From an optimization exercise on the open Yosys and OpenROAD flow, aimed at small area, a short achievable clock period and few clock cycles per item; shortcuts taken in it are not production practice. Function was checked by simulation only, so behaviour that the tests miss may differ from the original. Power and IR drop assume default switching activity.

==> inputs of run P <==
==> flow/design.v (excerpt) <==
module iso8601_utc_timestamp_parser_unit (
   input  wire logic        clock,
   input  wire logic        reset,
   input  wire logic        req_tvalid,
   output      logic        req_tready,
   input  wire logic [7:0]  req_tdata,    
   input  wire logic        req_tlast,    
   output      logic        rsp_tvalid,
   input  wire logic        rsp_tready,
   output      logic [39:0] rsp_tdata,    
   output      logic        rsp_tuser     
);
export LEC_CHECK = 0
export CAP_MARGIN = 20
export CORE_MARGIN = 2
export CORE_UTILIZATION = 30
export SETUP_SLACK_MARGIN = 3.5
export SLEW_MARGIN = 20
create_clock -name core_clock -period 7.0 [get_ports {clock}]
standard.sh (not shown) runs the stock make flow with config.mk's settings and CLKGATE_MAP_FILE= SYNTH_SCRIPT=/design/flow/synth_recipe.tcl, a recipe that flattens the netlist after the stock synthesis.
==> flow/flow/run.sh <==
#!/bin/bash
# The standard layout, with the port buffers made from the smallest buffer cell.
set -euo pipefail
export BUFFER_PORTS_ARGS="-buffer_cell sky130_fd_sc_hd__buf_1"
bash standard.sh > standard.log 2>&1
==> run K (differences from run P) <==
==> flow/run.sh (new file) <==
#!/bin/bash
# synth_recipe.tcl (not shown) runs the flow's synth.tcl, then flattens the netlist and writes it again
# the make line also repeats each setting of config.mk as NAME=value (left out here)
make -C /OpenROAD-flow-scripts/flow DESIGN_CONFIG=/design/flow/config.mk WORK_HOME=/design/flow/orfs CLKGATE_MAP_FILE= SYNTH_SCRIPT=/design/flow/synth_recipe.tcl finish
Settings changed: CTS_BUF_LIST set to sky130_fd_sc_hd__clkbuf_8.
removed: flow/flow/run.sh
removed: flow/standard.sh
==> summary of the runs <==
Run P completed with no timing, DRC or antenna violations. Run K produced a clean layout. Between run K and run P, the lower via count is in run P (gap 1.7%, measured against run P). Against run P, the cell count of run K is larger by about 1.3%. Of run K and run P, run K has the higher non-clock buffer count (gap 17). Hold slack: run K is better than run P (0.012 ns). Register-to-register slack is about the same in run P and run K. Against run K, the setup slack of run P is worse by 0.013 ns.
Testbench counts of run P, summed over its fixed seeds: cycles 32,016, items 1,600.
Testbench counts of run K, summed over its fixed seeds: cycles 32,016, items 1,600.

* * *

==> run a: inputs <==
iso8601_utc_timestamp_parser_unit, a different RTL version from the one above (not shown whole).
==> flow/design.v (excerpt) <==
module iso8601_utc_timestamp_parser_unit (
   input  wire logic        clock,
   input  wire logic        reset,
   input  wire logic        req_tvalid,
   output      logic        req_tready,
   input  wire logic [7:0]  req_tdata,    
   input  wire logic        req_tlast,    
   output      logic        rsp_tvalid,
   input  wire logic        rsp_tready,
   output      logic [39:0] rsp_tdata,    
   output      logic        rsp_tuser     
);
Settings: LEC_CHECK=0, CAP_MARGIN=20, CORE_MARGIN=2, CORE_UTILIZATION=30, CTS_BUF_LIST=sky130_fd_sc_hd__clkbuf_8, SETUP_SLACK_MARGIN=3.5, SLEW_MARGIN=20, TNS_END_PERCENT=5; clock period 7.0 ns.
==> flow/flow/run.sh <==
#!/bin/bash
# The standard layout, with the port buffers made from the smallest buffer cell.
set -euo pipefail
export BUFFER_PORTS_ARGS="-buffer_cell sky130_fd_sc_hd__buf_1"
bash standard.sh > standard.log 2>&1
==> run b (differences from run a) <==
--- a/flow/design.v
+++ b/flow/design.v
@@ -632,45 +632,37 @@
    assign isZ     = (in_hi == 2'd3) && (in_lo == 4'hA);
    assign consume    = in_v && (in_p0 || !rv);
    assign go         = in_v && !rv;    
    assign is_final   = go && in_last;
    assign req_tready = !in_v || in_p0 || !rv;
    assign take       = req_tvalid && req_tready;
    assign pos_nx     = !consume ? pos : (in_last ? 5'd0 : pos + 5'd1);
-   logic zend_new, lbad_new, ka_new, a_new, k_new, x24_new, x60_new;
-   assign zend_new = ((req_tdata & 8'hDF) == 8'h5A) && req_tlast && (pos_nx == 5'd19);
-   assign lbad_new = req_tlast && !(((req_tdata & 8'hDF) == 8'h5A) && (pos_nx == 5'd19));
-   assign ka_new   = !req_tlast && (pos_nx == 5'd1);
-   assign a_new    = !req_tlast && ((pos_nx == 5'd1) || (pos_nx == 5'd11) || (pos_nx == 5'd14) ||
-                                    (pos_nx == 5'd17));
-   assign k_new    = !req_tlast && ((pos_nx == 5'd2) || (pos_nx == 5'd3) || (pos_nx == 5'd4) ||
-                                    (pos_nx == 5'd7) || (pos_nx == 5'd9) || (pos_nx == 5'd10) ||
-                                    (pos_nx == 5'd12) || (pos_nx == 5'd13) ||
-                                    (pos_nx == 5'd15) || (pos_nx == 5'd16) || (pos_nx == 5'd18));
-   assign x24_new  = !req_tlast && (pos_nx == 5'd11);
-   assign x60_new  = !req_tlast && ((pos_nx == 5'd14) || (pos_nx == 5'd17));
    always_ff @(posedge clock) begin
       if (reset)        in_v <= 1'b0;
       else if (take)    in_v <= 1'b1;
       else if (consume) in_v <= 1'b0;
       if (take) begin
          in_lo   <= req_tdata[3:0];
          in_last <= req_tlast;
          in_p0   <= (pos_nx == 5'd0) && !req_tlast;
-         in_zend <= zend_new;
-         in_lbad <= lbad_new;
+         in_zend <= ((req_tdata & 8'hDF) == 8'h5A) && req_tlast && (pos_nx == 5'd19);
+         in_lbad <= req_tlast && !(((req_tdata & 8'hDF) == 8'h5A) && (pos_nx == 5'd19));
          if (req_tdata[7:4] == 4'h3)                             in_hi <= 2'd1;
          else if (req_tdata[7:4] == 4'h2)                        in_hi <= 2'd2;
          else if (!req_tdata[7] && req_tdata[6] && req_tdata[4]) in_hi <= 2'd3;
          else                                                    in_hi <= 2'd0;
-         st_ka   <= ka_new;
-         st_a    <= a_new;
-         st_k    <= k_new;
-         st_x24  <= x24_new;
-         st_x60  <= x60_new;
+         st_ka   <= !req_tlast && (pos_nx == 5'd1);
+         st_a    <= !req_tlast && ((pos_nx == 5'd1) || (pos_nx == 5'd11) || (pos_nx == 5'd14) ||
+                                   (pos_nx == 5'd17));
+         st_k    <= !req_tlast && ((pos_nx == 5'd2) || (pos_nx == 5'd3) || (pos_nx == 5'd4) ||
+                                   (pos_nx == 5'd7) || (pos_nx == 5'd9) || (pos_nx == 5'd10) ||
+                                   (pos_nx == 5'd12) || (pos_nx == 5'd13) ||
+                                   (pos_nx == 5'd15) || (pos_nx == 5'd16) || (pos_nx == 5'd18));
+         st_x24  <= !req_tlast && (pos_nx == 5'd11);
+         st_x60  <= !req_tlast && ((pos_nx == 5'd14) || (pos_nx == 5'd17));
       end
    end
    always_comb begin
       case (prv[1:0])
          2'd0:    day_ok = (dg != 4'd0);
          2'd1:    day_ok = 1'b1;
          2'd2:    day_ok = (mcls != 2'd2) || (dg <= 4'd8) || lp;
@@ -701,36 +693,22 @@
    logic [itsp_pkg::K_W-1:0] kv;
    logic [6:0]   tens;
    logic         keep;
    assign tens = (dg[2:0] == 3'd0) ? 7'd0  : (dg[2:0] == 3'd1) ? 7'd10 :
                  (dg[2:0] == 3'd2) ? 7'd20 : (dg[2:0] == 3'd3) ? 7'd30 :
                  (dg[2:0] == 3'd4) ? 7'd40 : (dg[2:0] == 3'd5) ? 7'd50 :
                  (dg[2:0] == 3'd6) ? 7'd60 : 7'd70;
-   logic in_v_nx, rv_nx, err_nx, go_nx;
-   logic s_keep, s_kv, s_sx, s_x24, s_x60;
-   assign in_v_nx = !reset && (take || (in_v && !consume));
-   assign rv_nx   = !reset && (is_final || (rv && !rsp_tready));
-   assign err_nx  = !reset && (consume ? (!in_last && (err || bad)) : err);
-   assign go_nx   = in_v_nx && !rv_nx;
-   always_ff @(posedge clock) begin
-      s_keep <= !(go_nx && (take ? (a_new || lbad_new || (zend_new && err_nx))
-                                 : (st_a || in_lbad || (in_zend && err_nx))));
-      s_kv   <= go_nx && (take ? (ka_new || k_new || (zend_new && !err_nx))
-                               : (st_ka || st_k || (in_zend && !err_nx)));
-      s_sx   <= go_nx && (take ? ka_new : st_ka);
-      s_x24  <= go_nx && (take ? x24_new : st_x24);
-      s_x60  <= go_nx && (take ? x60_new : st_x60);
-   end
-   assign kv = {itsp_pkg::K_W{s_kv}} & kreg;
-   assign a_op = ({W{s_keep}} & acc) |
-                 ({W{s_x24}} & (acc << 4)) |
-                 ({W{s_x60}} & {acc[W-7:0], 6'd1});
-   assign b_op = {{(W - itsp_pkg::K_W){s_sx && kreg[itsp_pkg::K_W-1]}}, kv} |
-                 ({W{s_x24}} & (acc << 3)) |
-                 ({W{s_x60}} & ~(acc << 2));
+   assign kv = {itsp_pkg::K_W{go && (st_ka || st_k || (in_zend && !err))}} & kreg;
+   assign keep = !(go && (st_a || in_lbad || (in_zend && err)));
+   assign a_op = ({W{keep}} & acc) |
+                 ({W{go && st_x24}} & (acc << 4)) |
+                 ({W{go && st_x60}} & {acc[W-7:0], 6'd1});
+   assign b_op = {{(W - itsp_pkg::K_W){go && st_ka && kreg[itsp_pkg::K_W-1]}}, kv} |
+                 ({W{go && st_x24}} & (acc << 3)) |
+                 ({W{go && st_x60}} & ~(acc << 2));
    itsp_add u_add (
       .a (a_op),
       .b (b_op),
       .s (acc_nx)
    );
    always_ff @(posedge clock) begin
       acc <= acc_nx;
SETUP_SLACK_MARGIN = 3.0   (was 3.5)
==> run c (differences from run a) <==
--- a/flow/design.v
+++ b/flow/design.v
@@ -632,45 +632,37 @@
    assign isZ     = (in_hi == 2'd3) && (in_lo == 4'hA);
    assign consume    = in_v && (in_p0 || !rv);
    assign go         = in_v && !rv;    
    assign is_final   = go && in_last;
    assign req_tready = !in_v || in_p0 || !rv;
    assign take       = req_tvalid && req_tready;
    assign pos_nx     = !consume ? pos : (in_last ? 5'd0 : pos + 5'd1);
-   logic zend_new, lbad_new, ka_new, a_new, k_new, x24_new, x60_new;
-   assign zend_new = ((req_tdata & 8'hDF) == 8'h5A) && req_tlast && (pos_nx == 5'd19);
-   assign lbad_new = req_tlast && !(((req_tdata & 8'hDF) == 8'h5A) && (pos_nx == 5'd19));
-   assign ka_new   = !req_tlast && (pos_nx == 5'd1);
-   assign a_new    = !req_tlast && ((pos_nx == 5'd1) || (pos_nx == 5'd11) || (pos_nx == 5'd14) ||
-                                    (pos_nx == 5'd17));
-   assign k_new    = !req_tlast && ((pos_nx == 5'd2) || (pos_nx == 5'd3) || (pos_nx == 5'd4) ||
-                                    (pos_nx == 5'd7) || (pos_nx == 5'd9) || (pos_nx == 5'd10) ||
-                                    (pos_nx == 5'd12) || (pos_nx == 5'd13) ||
-                                    (pos_nx == 5'd15) || (pos_nx == 5'd16) || (pos_nx == 5'd18));
-   assign x24_new  = !req_tlast && (pos_nx == 5'd11);
-   assign x60_new  = !req_tlast && ((pos_nx == 5'd14) || (pos_nx == 5'd17));
    always_ff @(posedge clock) begin
       if (reset)        in_v <= 1'b0;
       else if (take)    in_v <= 1'b1;
       else if (consume) in_v <= 1'b0;
       if (take) begin
          in_lo   <= req_tdata[3:0];
          in_last <= req_tlast;
          in_p0   <= (pos_nx == 5'd0) && !req_tlast;
-         in_zend <= zend_new;
-         in_lbad <= lbad_new;
+         in_zend <= ((req_tdata & 8'hDF) == 8'h5A) && req_tlast && (pos_nx == 5'd19);
+         in_lbad <= req_tlast && !(((req_tdata & 8'hDF) == 8'h5A) && (pos_nx == 5'd19));
          if (req_tdata[7:4] == 4'h3)                             in_hi <= 2'd1;
          else if (req_tdata[7:4] == 4'h2)                        in_hi <= 2'd2;
          else if (!req_tdata[7] && req_tdata[6] && req_tdata[4]) in_hi <= 2'd3;
          else                                                    in_hi <= 2'd0;
-         st_ka   <= ka_new;
-         st_a    <= a_new;
-         st_k    <= k_new;
-         st_x24  <= x24_new;
-         st_x60  <= x60_new;
+         st_ka   <= !req_tlast && (pos_nx == 5'd1);
+         st_a    <= !req_tlast && ((pos_nx == 5'd1) || (pos_nx == 5'd11) || (pos_nx == 5'd14) ||
+                                   (pos_nx == 5'd17));
+         st_k    <= !req_tlast && ((pos_nx == 5'd2) || (pos_nx == 5'd3) || (pos_nx == 5'd4) ||
+                                   (pos_nx == 5'd7) || (pos_nx == 5'd9) || (pos_nx == 5'd10) ||
+                                   (pos_nx == 5'd12) || (pos_nx == 5'd13) ||
+                                   (pos_nx == 5'd15) || (pos_nx == 5'd16) || (pos_nx == 5'd18));
+         st_x24  <= !req_tlast && (pos_nx == 5'd11);
+         st_x60  <= !req_tlast && ((pos_nx == 5'd14) || (pos_nx == 5'd17));
       end
    end
    always_comb begin
       case (prv[1:0])
          2'd0:    day_ok = (dg != 4'd0);
          2'd1:    day_ok = 1'b1;
          2'd2:    day_ok = (mcls != 2'd2) || (dg <= 4'd8) || lp;
@@ -701,36 +693,22 @@
    logic [itsp_pkg::K_W-1:0] kv;
    logic [6:0]   tens;
    logic         keep;
    assign tens = (dg[2:0] == 3'd0) ? 7'd0  : (dg[2:0] == 3'd1) ? 7'd10 :
                  (dg[2:0] == 3'd2) ? 7'd20 : (dg[2:0] == 3'd3) ? 7'd30 :
                  (dg[2:0] == 3'd4) ? 7'd40 : (dg[2:0] == 3'd5) ? 7'd50 :
                  (dg[2:0] == 3'd6) ? 7'd60 : 7'd70;
-   logic in_v_nx, rv_nx, err_nx, go_nx;
-   logic s_keep, s_kv, s_sx, s_x24, s_x60;
-   assign in_v_nx = !reset && (take || (in_v && !consume));
-   assign rv_nx   = !reset && (is_final || (rv && !rsp_tready));
-   assign err_nx  = !reset && (consume ? (!in_last && (err || bad)) : err);
-   assign go_nx   = in_v_nx && !rv_nx;
-   always_ff @(posedge clock) begin
-      s_keep <= !(go_nx && (take ? (a_new || lbad_new || (zend_new && err_nx))
-                                 : (st_a || in_lbad || (in_zend && err_nx))));
-      s_kv   <= go_nx && (take ? (ka_new || k_new || (zend_new && !err_nx))
-                               : (st_ka || st_k || (in_zend && !err_nx)));
-      s_sx   <= go_nx && (take ? ka_new : st_ka);
-      s_x24  <= go_nx && (take ? x24_new : st_x24);
-      s_x60  <= go_nx && (take ? x60_new : st_x60);
-   end
-   assign kv = {itsp_pkg::K_W{s_kv}} & kreg;
-   assign a_op = ({W{s_keep}} & acc) |
-                 ({W{s_x24}} & (acc << 4)) |
-                 ({W{s_x60}} & {acc[W-7:0], 6'd1});
-   assign b_op = {{(W - itsp_pkg::K_W){s_sx && kreg[itsp_pkg::K_W-1]}}, kv} |
-                 ({W{s_x24}} & (acc << 3)) |
-                 ({W{s_x60}} & ~(acc << 2));
+   assign kv = {itsp_pkg::K_W{go && (st_ka || st_k || (in_zend && !err))}} & kreg;
+   assign keep = !(go && (st_a || in_lbad || (in_zend && err)));
+   assign a_op = ({W{keep}} & acc) |
+                 ({W{go && st_x24}} & (acc << 4)) |
+                 ({W{go && st_x60}} & {acc[W-7:0], 6'd1});
+   assign b_op = {{(W - itsp_pkg::K_W){go && st_ka && kreg[itsp_pkg::K_W-1]}}, kv} |
+                 ({W{go && st_x24}} & (acc << 3)) |
+                 ({W{go && st_x60}} & ~(acc << 2));
    itsp_add u_add (
       .a (a_op),
       .b (b_op),
       .s (acc_nx)
    );
    always_ff @(posedge clock) begin
       acc <= acc_nx;
==> results.rst <==
.. list-table::
   :header-rows: 1

   * - Metric
     - Value
   * - Result of the run
     - finished clean
   * - Buffers plus inverters on the worst setup path
     - 0
   * - Total power per unit cell area
     - roughly 300 mW/mm2
   * - Post-synthesis instance total
     - 970
   * - Portion of total power attributed to sequential cells
     - 0.380
   * - Area share of and/or/nand/nor cells after synthesis
     - 0.1824
   * - Leading cell type in the layout, fill and taps excluded
     - nor2_1
   * - Area overhead of the layout relative to synthesis
     - 9.071%
   * - Multi-input combinational area share
     - 0.5816
   * - Most frequent cells after synthesis
     - 97 x nor2_1, 92 x a21oi_1, 89 x nand2_1, 62 x inv_1, 51 x o21ai_0
   * - Critical path arrival
     - just over 4 ns
   * - Number of filler cells placed in the layout
     - between 2000 and 3000
   * - Overall power of the completed layout
     - roughly 0.0026 W
   * - Sequence of cells on the critical path
     - nor2b_1, o31a_4, a221o_1, ha_1, and3_4, a221oi_2, a21boi_2, o311a_4, o2bb2ai_4, a211oi_4, o311ai_1, a21oi_1, xnor2_1
   * - Area used by sequential logic in the layout
     - between 0.002 and 0.0025 mm2
   * - Largest stage delay on the critical path
     - around 0.40 ns
Source of the figures above: run b

==> results.rst <==
.. list-table::
   :header-rows: 1

   * - Metric
     - Value
   * - Result of the run
     - finished clean
   * - Sequence of cells on the critical path
     - buf_12, a222oi_1, inv_1, ha_1, a21o_1, a2bb2oi_1, o211ai_1, buf_4, a31oi_4, o211ai_1, a21oi_2, o311ai_4, or4b_1, nand3_1
   * - Most frequent cells after synthesis
     - 100 x nand2_1, 87 x a21oi_1, 78 x o21ai_0, 73 x nor2_1, 55 x dfxtp_1
   * - Critical path arrival
     - 3.80 ns
   * - Overall power of the completed layout
     - 0.001809 W
   * - Number of filler cells placed in the layout
     - between 2000 and 3000
   * - Leading cell type in the layout, fill and taps excluded
     - nand2_1
   * - Post-synthesis instance total
     - around 980
   * - Buffers plus inverters on the worst setup path
     - 3
   * - Area share of and/or/nand/nor cells after synthesis
     - 0.1869
   * - Portion of total power attributed to sequential cells
     - 0.477
Source of the figures above: run a

==> results.rst <==
.. list-table::
   :header-rows: 1

   * - Metric
     - Value
   * - Most frequent cells after synthesis
     - 97 x nor2_1, 92 x a21oi_1, 89 x nand2_1, 62 x inv_1, 51 x o21ai_0
   * - Portion of total power attributed to sequential cells
     - 0.357
   * - Overall power of the completed layout
     - 0.002744 W
   * - Area used by sequential logic in the layout
     - approximately 0.0024 mm2
   * - Post-synthesis instance total
     - 970
   * - Area share of and/or/nand/nor cells after synthesis
     - 0.1824
   * - Result of the run
     - finished clean
   * - Critical path arrival
     - about 4 ns
   * - Sequence of cells on the critical path
     - nor2b_4, o31a_1, buf_12, a221o_1, ha_4, and3_4, a221oi_4, a21boi_2, o311a_4, o2bb2ai_4, a211oi_4, o311ai_2, a21oi_2, xnor2_1
Source of the figures above: run c

Testbench counts of run a, summed over its fixed seeds: cycles 32,016, items 1,600.
Testbench counts of run b, summed over its fixed seeds: cycles 32,016, items 1,600.
Testbench counts of run c, summed over its fixed seeds: cycles 32,016, items 1,600.

-- port drivers added, routing unchanged --
The results above use ideal ports. As a check the final layouts listed here were re-extracted and re-timed, cells and wires unchanged.
Step 1, drivers: a clkbuf_16 drives clock and a buf_2 each remaining input, both assumed.
Step 2 also shifts input and output timing later by t, the mid clock arrival at the registers, as if the neighbouring blocks saw the same clock.
Slacks: ideal / step 1 / step 2; pairs: ideal / step 1.
run | shift t [ns] | slack for setup (ns) | latest minus earliest clock arrival (ns) | worst register clock-pin slew, ns
run P | 0.398 | 3.083 / 3.083 / 3.083 | 0.013 / 0.013 | 0.08 / 0.08
run K | 0.434 | 3.096 / 3.096 / 3.096 | 0.021 / 0.021 | 0.11 / 0.11
run a | 0.430 | 3.550 / 3.550 / 3.550 | 0.015 / 0.014 | 0.11 / 0.11
run b | 0.424 | 3.233 / 3.233 / 3.233 | 0.012 / 0.012 | 0.10 / 0.10
run c | 0.426 | 3.313 / 3.313 / 3.313 | 0.014 / 0.014 | 0.10 / 0.10
After both steps every run listed still meets setup and hold.
